This is an optimization exercise on Yosys and OpenROAD, whose aim is small area and a short achievable clock period, not a production implementation. In this exercise RTL edits were held to simulation tests only and were not proved equivalent to the original. Power figures rest on the tool's default switching activity, not on a simulated workload.

## flow/design.v

```verilog
`default_nettype none
package rv_pkg;
  typedef logic [32-1:0] word_t;
  typedef logic [4:0] reg_idx_t;
  typedef logic [$clog2(4)-1:0] thread_t;
  typedef logic [6-1:0] rom_addr_t;
  typedef enum logic [2:0] {
    ALU_ADD    = 3'd0,
    ALU_SUB    = 3'd1,
    ALU_AND    = 3'd2,
    ALU_OR     = 3'd3,
    ALU_XOR    = 3'd4,
    ALU_SLT    = 3'd5,
    ALU_SLTU   = 3'd6,
    ALU_PASS_B = 3'd7
  } alu_op_t;
  typedef enum logic [0:0] {
    WB_ALU  = 1'b0,
    WB_LINK = 1'b1
  } wb_sel_t;
  typedef enum logic [2:0] {
    BR_NONE = 3'd0,
    BR_EQ   = 3'd1,
    BR_NE   = 3'd2,
    BR_LT   = 3'd3,
    BR_GE   = 3'd4
  } br_cond_t;
  typedef enum logic [6:0] {
    OPC_OP     = 7'b0110011,
    OPC_OP_IMM = 7'b0010011,
    OPC_LUI    = 7'b0110111,
    OPC_JAL    = 7'b1101111,
    OPC_BRANCH = 7'b1100011
  } opcode_t;
endpackage
`default_nettype wire
`timescale 1ns/1ps
`default_nettype none
module thread_fetch (
  input  wire                    clk,
  input  wire                    reset,
  input  wire                    i_pc_wr_en,
  input  wire rv_pkg::thread_t   i_pc_wr_thread,
  input  wire rv_pkg::word_t     i_pc_wr_data,
  output logic                   o_rom_en,
  output rv_pkg::thread_t        o_rom_thread,
  output rv_pkg::rom_addr_t      o_rom_addr,
  output logic                   o_slot_valid,
  output rv_pkg::thread_t        o_slot_thread,
  output rv_pkg::word_t          o_slot_pc
);
  localparam int NT = 4;
  logic            start;
  rv_pkg::thread_t thread_cnt;
  rv_pkg::word_t   pc_table [NT];
  rv_pkg::word_t   cur_pc;
  always_ff @(posedge clk) begin
    if (reset) begin
      start      <= 1'b0;
      thread_cnt <= '0;
    end else begin
      start <= 1'b1;
      if (start) begin
        thread_cnt <= thread_cnt + 1'b1;
      end
    end
  end
  always_ff @(posedge clk) begin
    if (reset) begin
      for (int t = 0; t < NT; t++) begin
        pc_table[t] <= '0;
      end
    end else if (i_pc_wr_en) begin
      pc_table[i_pc_wr_thread] <= i_pc_wr_data;
    end
  end
  assign cur_pc = pc_table[thread_cnt];
  assign o_rom_en     = start;
  assign o_rom_thread = thread_cnt;
  assign o_rom_addr   = cur_pc[6+1:2];
  always_ff @(posedge clk) begin
    if (reset) begin
      o_slot_valid  <= 1'b0;
      o_slot_thread <= '0;
    end else begin
      o_slot_valid  <= start;
      o_slot_thread <= thread_cnt;
    end
  end
  always_ff @(posedge clk) begin
    o_slot_pc <= cur_pc;
  end
endmodule
`default_nettype wire
`timescale 1ns/1ps
`default_nettype none
module thread_regfile (
  input  wire                    clk,
  input  wire rv_pkg::thread_t   i_rd_thread,
  input  wire rv_pkg::reg_idx_t  i_rs1,
  input  wire rv_pkg::reg_idx_t  i_rs2,
  input  wire                    i_wr_en,
  input  wire rv_pkg::thread_t   i_wr_thread,
  input  wire rv_pkg::reg_idx_t  i_wr_addr,
  input  wire rv_pkg::word_t     i_wr_data,
  output rv_pkg::word_t          o_rs1_data,
  output rv_pkg::word_t          o_rs2_data
);
  localparam int TW    = $clog2(4);
  localparam int DEPTH = 4 * 32;
  rv_pkg::word_t regs [DEPTH];
  logic [TW+4:0] rd1_idx;
  logic [TW+4:0] rd2_idx;
  logic [TW+4:0] wr_idx;
  assign rd1_idx = {i_rd_thread, i_rs1};
  assign rd2_idx = {i_rd_thread, i_rs2};
  assign wr_idx  = {i_wr_thread, i_wr_addr};
  always_ff @(posedge clk) begin
    if (i_wr_en && (i_wr_addr != '0)) begin
      regs[wr_idx] <= i_wr_data;
    end
  end
  assign o_rs1_data = (i_rs1 == '0) ? '0 : regs[rd1_idx];
  assign o_rs2_data = (i_rs2 == '0) ? '0 : regs[rd2_idx];
endmodule
`default_nettype wire
`timescale 1ns/1ps
`default_nettype none
module instr_decoder (
  input  wire                    clk,
  input  wire                    reset,
  input  wire                    i_valid,
  input  wire rv_pkg::thread_t   i_thread,
  input  wire rv_pkg::word_t     i_pc,
  input  wire rv_pkg::word_t     i_instr,
  input  wire rv_pkg::word_t     i_rs1_data,
  input  wire rv_pkg::word_t     i_rs2_data,
  output rv_pkg::reg_idx_t       o_rs1,
  output rv_pkg::reg_idx_t       o_rs2,
  output logic                   o_ex_valid,
  output rv_pkg::thread_t        o_ex_thread,
  output rv_pkg::word_t          o_ex_pc,
  output rv_pkg::reg_idx_t       o_ex_rd,
  output logic                   o_ex_we,
  output rv_pkg::alu_op_t        o_ex_alu_op,
  output logic                   o_ex_use_imm,
  output rv_pkg::wb_sel_t        o_ex_wb_sel,
  output rv_pkg::br_cond_t       o_ex_br,
  output logic                   o_ex_jal,
  output rv_pkg::word_t          o_ex_imm,
  output rv_pkg::word_t          o_ex_op_a,
  output rv_pkg::word_t          o_ex_op_b
);
  rv_pkg::opcode_t  opcode;
  logic [2:0]       funct3;
  logic [6:0]       funct7;
  rv_pkg::reg_idx_t rd;
  rv_pkg::word_t    imm_i;
  rv_pkg::word_t    imm_b;
  rv_pkg::word_t    imm_u;
  rv_pkg::word_t    imm_j;
  logic             dec_we;
  rv_pkg::alu_op_t  dec_alu_op;
  logic             dec_use_imm;
  rv_pkg::wb_sel_t  dec_wb_sel;
  rv_pkg::br_cond_t dec_br;
  logic             dec_jal;
  rv_pkg::word_t    dec_imm;
  assign opcode = rv_pkg::opcode_t'(i_instr[6:0]);
  assign rd     = i_instr[11:7];
  assign funct3 = i_instr[14:12];
  assign o_rs1  = i_instr[19:15];
  assign o_rs2  = i_instr[24:20];
  assign funct7 = i_instr[31:25];
  assign imm_i = rv_pkg::word_t'($signed(i_instr[31:20]));
  assign imm_b = rv_pkg::word_t'($signed({i_instr[31], i_instr[7], i_instr[30:25],
                                          i_instr[11:8], 1'b0}));
  assign imm_u = rv_pkg::word_t'($signed({i_instr[31:12], 12'b0}));
  assign imm_j = rv_pkg::word_t'($signed({i_instr[31], i_instr[19:12], i_instr[20],
                                          i_instr[30:21], 1'b0}));
  always_comb begin
    dec_we      = 1'b0;
    dec_alu_op  = rv_pkg::ALU_ADD;
    dec_use_imm = 1'b0;
    dec_wb_sel  = rv_pkg::WB_ALU;
    dec_br      = rv_pkg::BR_NONE;
    dec_jal     = 1'b0;
    dec_imm     = imm_i;
    case (opcode)
      rv_pkg::OPC_OP: begin
        if (funct7 == 7'b0000000 || (funct7 == 7'b0100000 && funct3 == 3'b000)) begin
          dec_we = 1'b1;
          case (funct3)
            3'b000:  dec_alu_op = funct7[5] ? rv_pkg::ALU_SUB : rv_pkg::ALU_ADD;
            3'b010:  dec_alu_op = rv_pkg::ALU_SLT;
            3'b011:  dec_alu_op = rv_pkg::ALU_SLTU;
            3'b100:  dec_alu_op = rv_pkg::ALU_XOR;
            3'b110:  dec_alu_op = rv_pkg::ALU_OR;
            3'b111:  dec_alu_op = rv_pkg::ALU_AND;
            default: dec_we = 1'b0;
          endcase
        end
      end
      rv_pkg::OPC_OP_IMM: begin
        dec_we      = 1'b1;
        dec_use_imm = 1'b1;
        case (funct3)
          3'b000:  dec_alu_op = rv_pkg::ALU_ADD;
          3'b010:  dec_alu_op = rv_pkg::ALU_SLT;
          3'b011:  dec_alu_op = rv_pkg::ALU_SLTU;
          3'b100:  dec_alu_op = rv_pkg::ALU_XOR;
          3'b110:  dec_alu_op = rv_pkg::ALU_OR;
          3'b111:  dec_alu_op = rv_pkg::ALU_AND;
          default: dec_we = 1'b0;
        endcase
      end
      rv_pkg::OPC_LUI: begin
        dec_we      = 1'b1;
        dec_alu_op  = rv_pkg::ALU_PASS_B;
        dec_use_imm = 1'b1;
        dec_imm     = imm_u;
      end
      rv_pkg::OPC_JAL: begin
        dec_we     = 1'b1;
        dec_jal    = 1'b1;
        dec_wb_sel = rv_pkg::WB_LINK;
        dec_imm    = imm_j;
      end
      rv_pkg::OPC_BRANCH: begin
        dec_imm = imm_b;
        case (funct3)
          3'b000:  dec_br = rv_pkg::BR_EQ;
          3'b001:  dec_br = rv_pkg::BR_NE;
          3'b100:  dec_br = rv_pkg::BR_LT;
          3'b101:  dec_br = rv_pkg::BR_GE;
          default: dec_br = rv_pkg::BR_NONE;
        endcase
      end
      default: dec_we = 1'b0;
    endcase
  end
  always_ff @(posedge clk) begin
    if (reset) begin
      o_ex_valid  <= 1'b0;
      o_ex_thread <= '0;
      o_ex_we     <= 1'b0;
      o_ex_jal    <= 1'b0;
      o_ex_br     <= rv_pkg::BR_NONE;
    end else begin
      o_ex_valid  <= i_valid;
      o_ex_thread <= i_thread;
      o_ex_we     <= i_valid && dec_we && (rd != '0);
      o_ex_jal    <= i_valid && dec_jal;
      o_ex_br     <= i_valid ? dec_br : rv_pkg::BR_NONE;
    end
  end
  always_ff @(posedge clk) begin
    o_ex_pc      <= i_pc;
    o_ex_rd      <= rd;
    o_ex_alu_op  <= dec_alu_op;
    o_ex_use_imm <= dec_use_imm;
    o_ex_wb_sel  <= dec_wb_sel;
    o_ex_imm     <= dec_imm;
    o_ex_op_a    <= i_rs1_data;
    o_ex_op_b    <= i_rs2_data;
  end
endmodule
`default_nettype wire
`timescale 1ns/1ps
`default_nettype none
module execute_unit (
  input  wire                    clk,
  input  wire                    reset,
  input  wire                    i_ex_valid,
  input  wire rv_pkg::thread_t   i_ex_thread,
  input  wire rv_pkg::word_t     i_ex_pc,
  input  wire rv_pkg::reg_idx_t  i_ex_rd,
  input  wire                    i_ex_we,
  input  wire rv_pkg::alu_op_t   i_ex_alu_op,
  input  wire                    i_ex_use_imm,
  input  wire rv_pkg::wb_sel_t   i_ex_wb_sel,
  input  wire rv_pkg::br_cond_t  i_ex_br,
  input  wire                    i_ex_jal,
  input  wire rv_pkg::word_t     i_ex_imm,
  input  wire rv_pkg::word_t     i_ex_op_a,
  input  wire rv_pkg::word_t     i_ex_op_b,
  output logic                   o_wb_en,
  output rv_pkg::thread_t        o_wb_thread,
  output rv_pkg::reg_idx_t       o_wb_addr,
  output rv_pkg::word_t          o_wb_data,
  output logic                   o_pc_wr_en,
  output rv_pkg::thread_t        o_pc_wr_thread,
  output rv_pkg::word_t          o_pc_wr_data
);
  rv_pkg::word_t   alu_b;
  rv_pkg::word_t   alu_res;
  rv_pkg::word_t   pc_plus4;
  rv_pkg::word_t   pc_target;
  rv_pkg::word_t   next_pc;
  logic            br_eq;
  logic            br_lt;
  logic            br_taken;
  rv_pkg::thread_t wb_thread;
  assign alu_b = i_ex_use_imm ? i_ex_imm : i_ex_op_b;
  always_comb begin
    case (i_ex_alu_op)
      rv_pkg::ALU_ADD:  alu_res = i_ex_op_a + alu_b;
      rv_pkg::ALU_SUB:  alu_res = i_ex_op_a - alu_b;
      rv_pkg::ALU_AND:  alu_res = i_ex_op_a & alu_b;
      rv_pkg::ALU_OR:   alu_res = i_ex_op_a | alu_b;
      rv_pkg::ALU_XOR:  alu_res = i_ex_op_a ^ alu_b;
      rv_pkg::ALU_SLT:  alu_res = rv_pkg::word_t'($signed(i_ex_op_a) < $signed(alu_b));
      rv_pkg::ALU_SLTU: alu_res = rv_pkg::word_t'(i_ex_op_a < alu_b);
      default:          alu_res = alu_b;
    endcase
  end
  assign br_eq = (i_ex_op_a == i_ex_op_b);
  assign br_lt = ($signed(i_ex_op_a) < $signed(i_ex_op_b));
  always_comb begin
    case (i_ex_br)
      rv_pkg::BR_EQ: br_taken = br_eq;
      rv_pkg::BR_NE: br_taken = !br_eq;
      rv_pkg::BR_LT: br_taken = br_lt;
      rv_pkg::BR_GE: br_taken = !br_lt;
      default:       br_taken = 1'b0;
    endcase
  end
  assign pc_plus4  = i_ex_pc + 32'(4);
  assign pc_target = i_ex_pc + i_ex_imm;
  assign next_pc   = (i_ex_jal || br_taken) ? pc_target : pc_plus4;
  always_ff @(posedge clk) begin
    if (reset) begin
      o_wb_en    <= 1'b0;
      o_pc_wr_en <= 1'b0;
      wb_thread  <= '0;
    end else begin
      o_wb_en    <= i_ex_we;
      o_pc_wr_en <= i_ex_valid;
      wb_thread  <= i_ex_thread;
    end
  end
  always_ff @(posedge clk) begin
    o_wb_addr    <= i_ex_rd;
    o_wb_data    <= (i_ex_wb_sel == rv_pkg::WB_LINK) ? pc_plus4 : alu_res;
    o_pc_wr_data <= next_pc;
  end
  assign o_wb_thread    = wb_thread;
  assign o_pc_wr_thread = wb_thread;
endmodule
`default_nettype wire
`timescale 1ns/1ps
`default_nettype none
module riscv_barrel_core (
  input  wire                    clk,
  input  wire                    reset,
  input  wire rv_pkg::word_t     i_rom_instr,
  output logic                   o_rom_en,
  output rv_pkg::thread_t        o_rom_thread,
  output rv_pkg::rom_addr_t      o_rom_addr,
  output logic                   o_wb_en,
  output rv_pkg::thread_t        o_wb_thread,
  output rv_pkg::reg_idx_t       o_wb_addr,
  output rv_pkg::word_t          o_wb_data
);
  logic             slot_valid;
  rv_pkg::thread_t  slot_thread;
  rv_pkg::word_t    slot_pc;
  rv_pkg::reg_idx_t rs1;
  rv_pkg::reg_idx_t rs2;
  rv_pkg::word_t    rs1_data;
  rv_pkg::word_t    rs2_data;
  logic             ex_valid;
  rv_pkg::thread_t  ex_thread;
  rv_pkg::word_t    ex_pc;
  rv_pkg::reg_idx_t ex_rd;
  logic             ex_we;
  rv_pkg::alu_op_t  ex_alu_op;
  logic             ex_use_imm;
  rv_pkg::wb_sel_t  ex_wb_sel;
  rv_pkg::br_cond_t ex_br;
  logic             ex_jal;
  rv_pkg::word_t    ex_imm;
  rv_pkg::word_t    ex_op_a;
  rv_pkg::word_t    ex_op_b;
  logic             pc_wr_en;
  rv_pkg::thread_t  pc_wr_thread;
  rv_pkg::word_t    pc_wr_data;
  thread_fetch u_fetch (
    .clk            (clk),
    .reset          (reset),
    .i_pc_wr_en     (pc_wr_en),
    .i_pc_wr_thread (pc_wr_thread),
    .i_pc_wr_data   (pc_wr_data),
    .o_rom_en       (o_rom_en),
    .o_rom_thread   (o_rom_thread),
    .o_rom_addr     (o_rom_addr),
    .o_slot_valid   (slot_valid),
    .o_slot_thread  (slot_thread),
    .o_slot_pc      (slot_pc)
  );
  thread_regfile u_regfile (
    .clk         (clk),
    .i_rd_thread (slot_thread),
    .i_rs1       (rs1),
    .i_rs2       (rs2),
    .i_wr_en     (o_wb_en),
    .i_wr_thread (o_wb_thread),
    .i_wr_addr   (o_wb_addr),
    .i_wr_data   (o_wb_data),
    .o_rs1_data  (rs1_data),
    .o_rs2_data  (rs2_data)
  );
  instr_decoder u_decoder (
    .clk          (clk),
    .reset        (reset),
    .i_valid      (slot_valid),
    .i_thread     (slot_thread),
    .i_pc         (slot_pc),
    .i_instr      (i_rom_instr),
    .i_rs1_data   (rs1_data),
    .i_rs2_data   (rs2_data),
    .o_rs1        (rs1),
    .o_rs2        (rs2),
    .o_ex_valid   (ex_valid),
    .o_ex_thread  (ex_thread),
    .o_ex_pc      (ex_pc),
    .o_ex_rd      (ex_rd),
    .o_ex_we      (ex_we),
    .o_ex_alu_op  (ex_alu_op),
    .o_ex_use_imm (ex_use_imm),
    .o_ex_wb_sel  (ex_wb_sel),
    .o_ex_br      (ex_br),
    .o_ex_jal     (ex_jal),
    .o_ex_imm     (ex_imm),
    .o_ex_op_a    (ex_op_a),
    .o_ex_op_b    (ex_op_b)
  );
  execute_unit u_execute (
    .clk            (clk),
    .reset          (reset),
    .i_ex_valid     (ex_valid),
    .i_ex_thread    (ex_thread),
    .i_ex_pc        (ex_pc),
    .i_ex_rd        (ex_rd),
    .i_ex_we        (ex_we),
    .i_ex_alu_op    (ex_alu_op),
    .i_ex_use_imm   (ex_use_imm),
    .i_ex_wb_sel    (ex_wb_sel),
    .i_ex_br        (ex_br),
    .i_ex_jal       (ex_jal),
    .i_ex_imm       (ex_imm),
    .i_ex_op_a      (ex_op_a),
    .i_ex_op_b      (ex_op_b),
    .o_wb_en        (o_wb_en),
    .o_wb_thread    (o_wb_thread),
    .o_wb_addr      (o_wb_addr),
    .o_wb_data      (o_wb_data),
    .o_pc_wr_en     (pc_wr_en),
    .o_pc_wr_thread (pc_wr_thread),
    .o_pc_wr_data   (pc_wr_data)
  );
endmodule
`default_nettype wire
```

## flow/run.sh

```bash
#!/bin/bash
# synth_recipe.tcl (not shown) runs the flow's synth.tcl, then flattens the netlist and writes it again
# the make line also repeats each setting of config.mk as NAME=value (left out here)
make -C /OpenROAD-flow-scripts/flow DESIGN_CONFIG=/design/flow/config.mk WORK_HOME=/design/flow/orfs CLKGATE_MAP_FILE= SYNTH_SCRIPT=/design/flow/synth_recipe.tcl finish
```

## flow/config.mk

```make
export PLATFORM = sky130hd
export DESIGN_NAME = riscv_barrel_core
export DESIGN_NICKNAME = riscv_barrel_core
export VERILOG_FILES = /design/flow/design.v
export SDC_FILE = /design/flow/constraint.sdc
export NUM_CORES = 4
export LEC_CHECK = 0
export CAP_MARGIN = 20
export CORE_MARGIN = 2
export CORE_UTILIZATION = 40
export PLACE_DENSITY = 0.6
export SLEW_MARGIN = 20
```

## flow/constraint.sdc

```tcl
create_clock -name core_clock -period 6.0 [get_ports {clk}]
set_input_delay 1.2000 -clock core_clock [delete_from_list [all_inputs] [get_ports {clk}]]
set_output_delay 1.2000 -clock core_clock [all_outputs]
set_load 0.01 [all_outputs]
```

==> reports/metrics.csv <==
metric,value,unit
status,no timing/DRC/antenna violations,
CTS clock-pin slew for the worst setup and hold paths,0.07,ns
Critical Path End Type,register,
CP startpoint kind,register,
Post-DP Area,223000,µm²
WL final,722000,µm
cell area after synthesis,209000,µm²
fin crit share,80.4,%
maxcap violations,0,
Max Used Layer,met5,
Starting Density,40.1,%
critical path class,reg -> reg,
DRC errors left,0,
final antenna-violating net count,0,
Slew @ Worst Pin,1.33,ns
Worst Hold Depth,0,
compound-gate portion of the synthesized area,2.57,%
sequential area share after synthesis,63.2,%
Peak VDD IR,0.283,mV
"area leader, netlist",edfxtp_1,
max_slew headroom,11.6,%
"EDFF count, synth",4224,
Hold Startpoint,u_fetch.o_slot_pc[0],
register bit total from synthesis,4483,
worst endpoint required time,6.98,ns
crit path time final,4.82,ns
CTS tree,built,
chip width,726,µm
fin. max-slew vios,0,
Post-synth ARST share,0,%
top post-synthesis cells by area,"edfxtp_1 61%, mux4_2 28%, dfxtp_1 2.5%",
CP max FO,19,
core area,520000,µm²
top cell type's share of synthesized area,60.8,%
RSZ-0062 raised after global routing,no,
post-DP HPWL,457000,µm
GRT overflow,0,
RR Endpoint,u_execute.o_wb_data[31],
Mapped Cells,10200,
routed wl met3,84000,µm
Max Freq,207,MHz
num ports,83,
XOR/XNOR Fraction of Synth Area,0.315,%
Final Skew,0.110,ns
Synth Area per Inst,20.5,µm²
Reg2Reg Depth,13,
DR vias/cell,6.61,
PortBufs,82,
Simple-Gate Fraction of Synth Area,1.83,%
clock root buffer,clkbuf_16,
share of cells above drive strength 1,36.7,%
Post-CTS Setup Repair Bufs,0,
worst skew pair latency,1.09,ns
"Design Area, Final",237000,µm²
vias in the first global route,120000,
Fill cells,43200,
first-pass GRT wire length,986000,µm
iteration count of the initial detailed-routing pass,6,
initial DRC count,19200,
Yosys cell types,85,
Std-Cell Rows,265,
area of the die,528000,µm²
pin count of the biggest net entering global routing,124,
H-tree depth,5,
Tightest Hold Check Type,reg -> reg,
WP data arrival,5.80,ns
leak pwr,75.2,nW
post-cts hold buffer count,0,
final setup violation count,0,
RePlAce Congestion,0.960,
hold endpoint,u_decoder.o_ex_pc[0],
Fin. Hold Viols,0,
"Top FF cell, synth",edfxtp_1,
Pwr Density,349,nW/µm²
M1 wire length,264000,µm
Nets,10900,
FF-to-FF setup slack,1.18,ns
FF-to-FF Start,u_decoder.o_ex_use_imm,
yosys warns,4,
die height,726,µm
main combinational cell family by area after synthesis,multiplexers,
cts repair resizes,0,
Met2 Wirelength,329000,µm
global-route usage over all layers,26.9,%
CTS Sinks,4483,
CTS Buf Count,459,
via count,119000,
initial antenna violation count,58,
Synth-to-Final Area Change,13.7,%
synthesized-area fraction occupied by adder cells,1.11,%
drt wl/cell,40.0,µm
post-synthesis mux area share,29.0,%
CTS max path bufs,4,
TNS Setup,0,ns
-- cells in the final DEF, fill, tap and decap left out, types with 15 or more instances in the layout --
cell and instances:
clkinv_1 99, o211ai_1 21, clkbuf_16 463, xor2_1 25
nor2b_1 28, ha_1 181, a221oi_1 21, nand2_1 217
nand2b_1 18, o22ai_1 51, o221ai_1 72, conb_1 128
clkbuf_1 92, xnor2_1 50, diode_2 30, clkdlybuf4s50_1 72
buf_4 489, nor3_1 59, nor2_4 124, o21bai_1 20
dfxtp_4 33, mux4_2 2580, o31ai_1 15, o21ai_0 130
a211oi_1 28, bufinv_16 39, inv_1 179, a21oi_1 241
nand3_1 45, buf_12 114, dfxtp_1 222, edfxtp_1 4224
nand4_1 32, and3_1 15, a22oi_1 19, nor2_1 278
mux2i_1 230, clkinvlp_4 22, a21o_1 48, clkinv_2 83
-- sequential cells by signal (all words and copies together), names as in the netlist, 32 cells and up, named ones only --
register,cells
u_fetch.o_slot_pc,32
u_regfile.regs,4096
u_decoder.o_ex_op_a,32
u_decoder.o_ex_pc,32
u_fetch.pc_table,128
u_decoder.o_ex_op_b,32
u_decoder.o_ex_imm,32
u_execute.o_pc_wr_data,32
u_execute.o_wb_data,32
-- logic make-up after synthesis --
kind of cell    after synthesis
buf+inv                     939
flops                      4483
compound gates              807
simple gates                876
xor+xnor                     75
fa+ha+maj                   184
other cells                   1
mux                        2819
-- routing by layer --
metal  up-vias  GRT usage (%)
li1      45200              -
met1     65100           35.6
met2      7671           41.2
met3      1480           7.07
met4        18           13.6
met5         -              0
-- per-stage QoR --
stage | utilization, % | hold WS, ns | total power [W] | std cells | worst slack, ns
floorplan | - | 0.310 | 0.0476 | 10300 | 2.06
global placement | 42.8 | 0.313 | 0.0542 | 17200 | 0.742
detailed placement | 42.8 | 0.313 | 0.0547 | 17200 | 0.894
CTS | 45.6 | 0.297 | 0.0829 | 18000 | 1.26
global route | 45.6 | 0.303 | 0.0850 | 18000 | 1.01
finish | 45.6 | 0.288 | 0.0829 | 18100 | 1.18
-- final cells by class --
class | count | area [µm²] | area share (%)
tap | 6942 | 8690 | 3.66
antenna | 30 | 75.1 | 0.0316
sequential | 4483 | 132000 | 55.7
clock buffer | 570 | 12100 | 5.11
timing repair buffer | 684 | 6850 | 2.88
clock inverter | 277 | 2610 | 1.10
multi-input combinational | 4889 | 74200 | 31.3
inverter | 184 | 698 | 0.294
-- critical path, stage by stage, from the launching register on --
cell and delay [ns]:
dfxtp_2 0.53, buf_4 0.36, mux2i_1 0.76, ha_1 0.54, inv_1 0.18, nor4_1 0.49, nand3_1 0.14, o31ai_1 0.28
buf_4 0.19, a41oi_1 0.31, o21ai_0 0.42, mux2i_1 0.22, a21oi_1 0.09, a31oi_1 0.19
-- where the power goes --
group	total, W	switching (W)	internal [W]
Clock	0.0285	0.0125	0.0160
Sequential	0.0410	0.00180	0.0392
Combinational	0.0134	0.00945	0.00396
-- cell usage after synthesis, drive strengths merged, types with 32 or more instances --
| library cell | count |
|---|---|
| edfxtp | 4224 |
| mux4 | 2580 |
| nor2 | 402 |
| clkbuf | 386 |
| buf | 369 |
| dfxtp | 259 |
| a21oi | 242 |
| mux2i | 230 |
| nand2 | 220 |
| inv | 182 |
| ha | 181 |
| o21ai | 136 |
| o221ai | 72 |
| nor3 | 60 |
| o22ai | 51 |
| xnor2 | 50 |
| nand3 | 49 |
| a21o | 48 |
| a211oi | 32 |
| nand4 | 32 |
-- worst max-delay path by stage --
| stage | from | endpoint | slack, ns | cells past startpoint |
|---|---|---|---|---|
| floorplan | u_decoder.o_ex_use_imm | u_execute.o_wb_data[30] | 2.06 | 15 |
| global placement | i_rom_instr[15] | u_decoder.o_ex_op_a[9] | 0.74 | 10 |
| detailed placement | i_rom_instr[20] | u_decoder.o_ex_op_b[8] | 0.89 | 8 |
| CTS | register | o_rom_addr[0] | 1.26 | 3 |
| global route | u_decoder.o_ex_use_imm | u_execute.o_wb_data[14] | 1.01 | 14 |
| finish | u_decoder.o_ex_use_imm | u_execute.o_wb_data[31] | 1.18 | 13 |

[static timing again, ports no longer ideal]
In the flow no input, the clock included, has a driving cell. The finished layout below was timed again as built, in two steps.
Step 1 assumes that a clkbuf_16 drives the clock port and a buf_2 every other input.
Step 2 also shifts input and output timing later by t, the mid clock arrival at the registers, as if the neighbouring blocks saw the same clock.
Three values: ideal ports, drivers, drivers and shift; two values: the first two.
t (ns): 1.162
setup slack, ns: 1.178 / 1.178 / 0.828
clock arrival spread, ns: 0.116 / 0.116
cell pins on the clock port's net: 1
After both steps this run still meets setup and hold. The setup slack of this run moves by 0.000 ns with the drivers and by -0.350 ns with both steps.
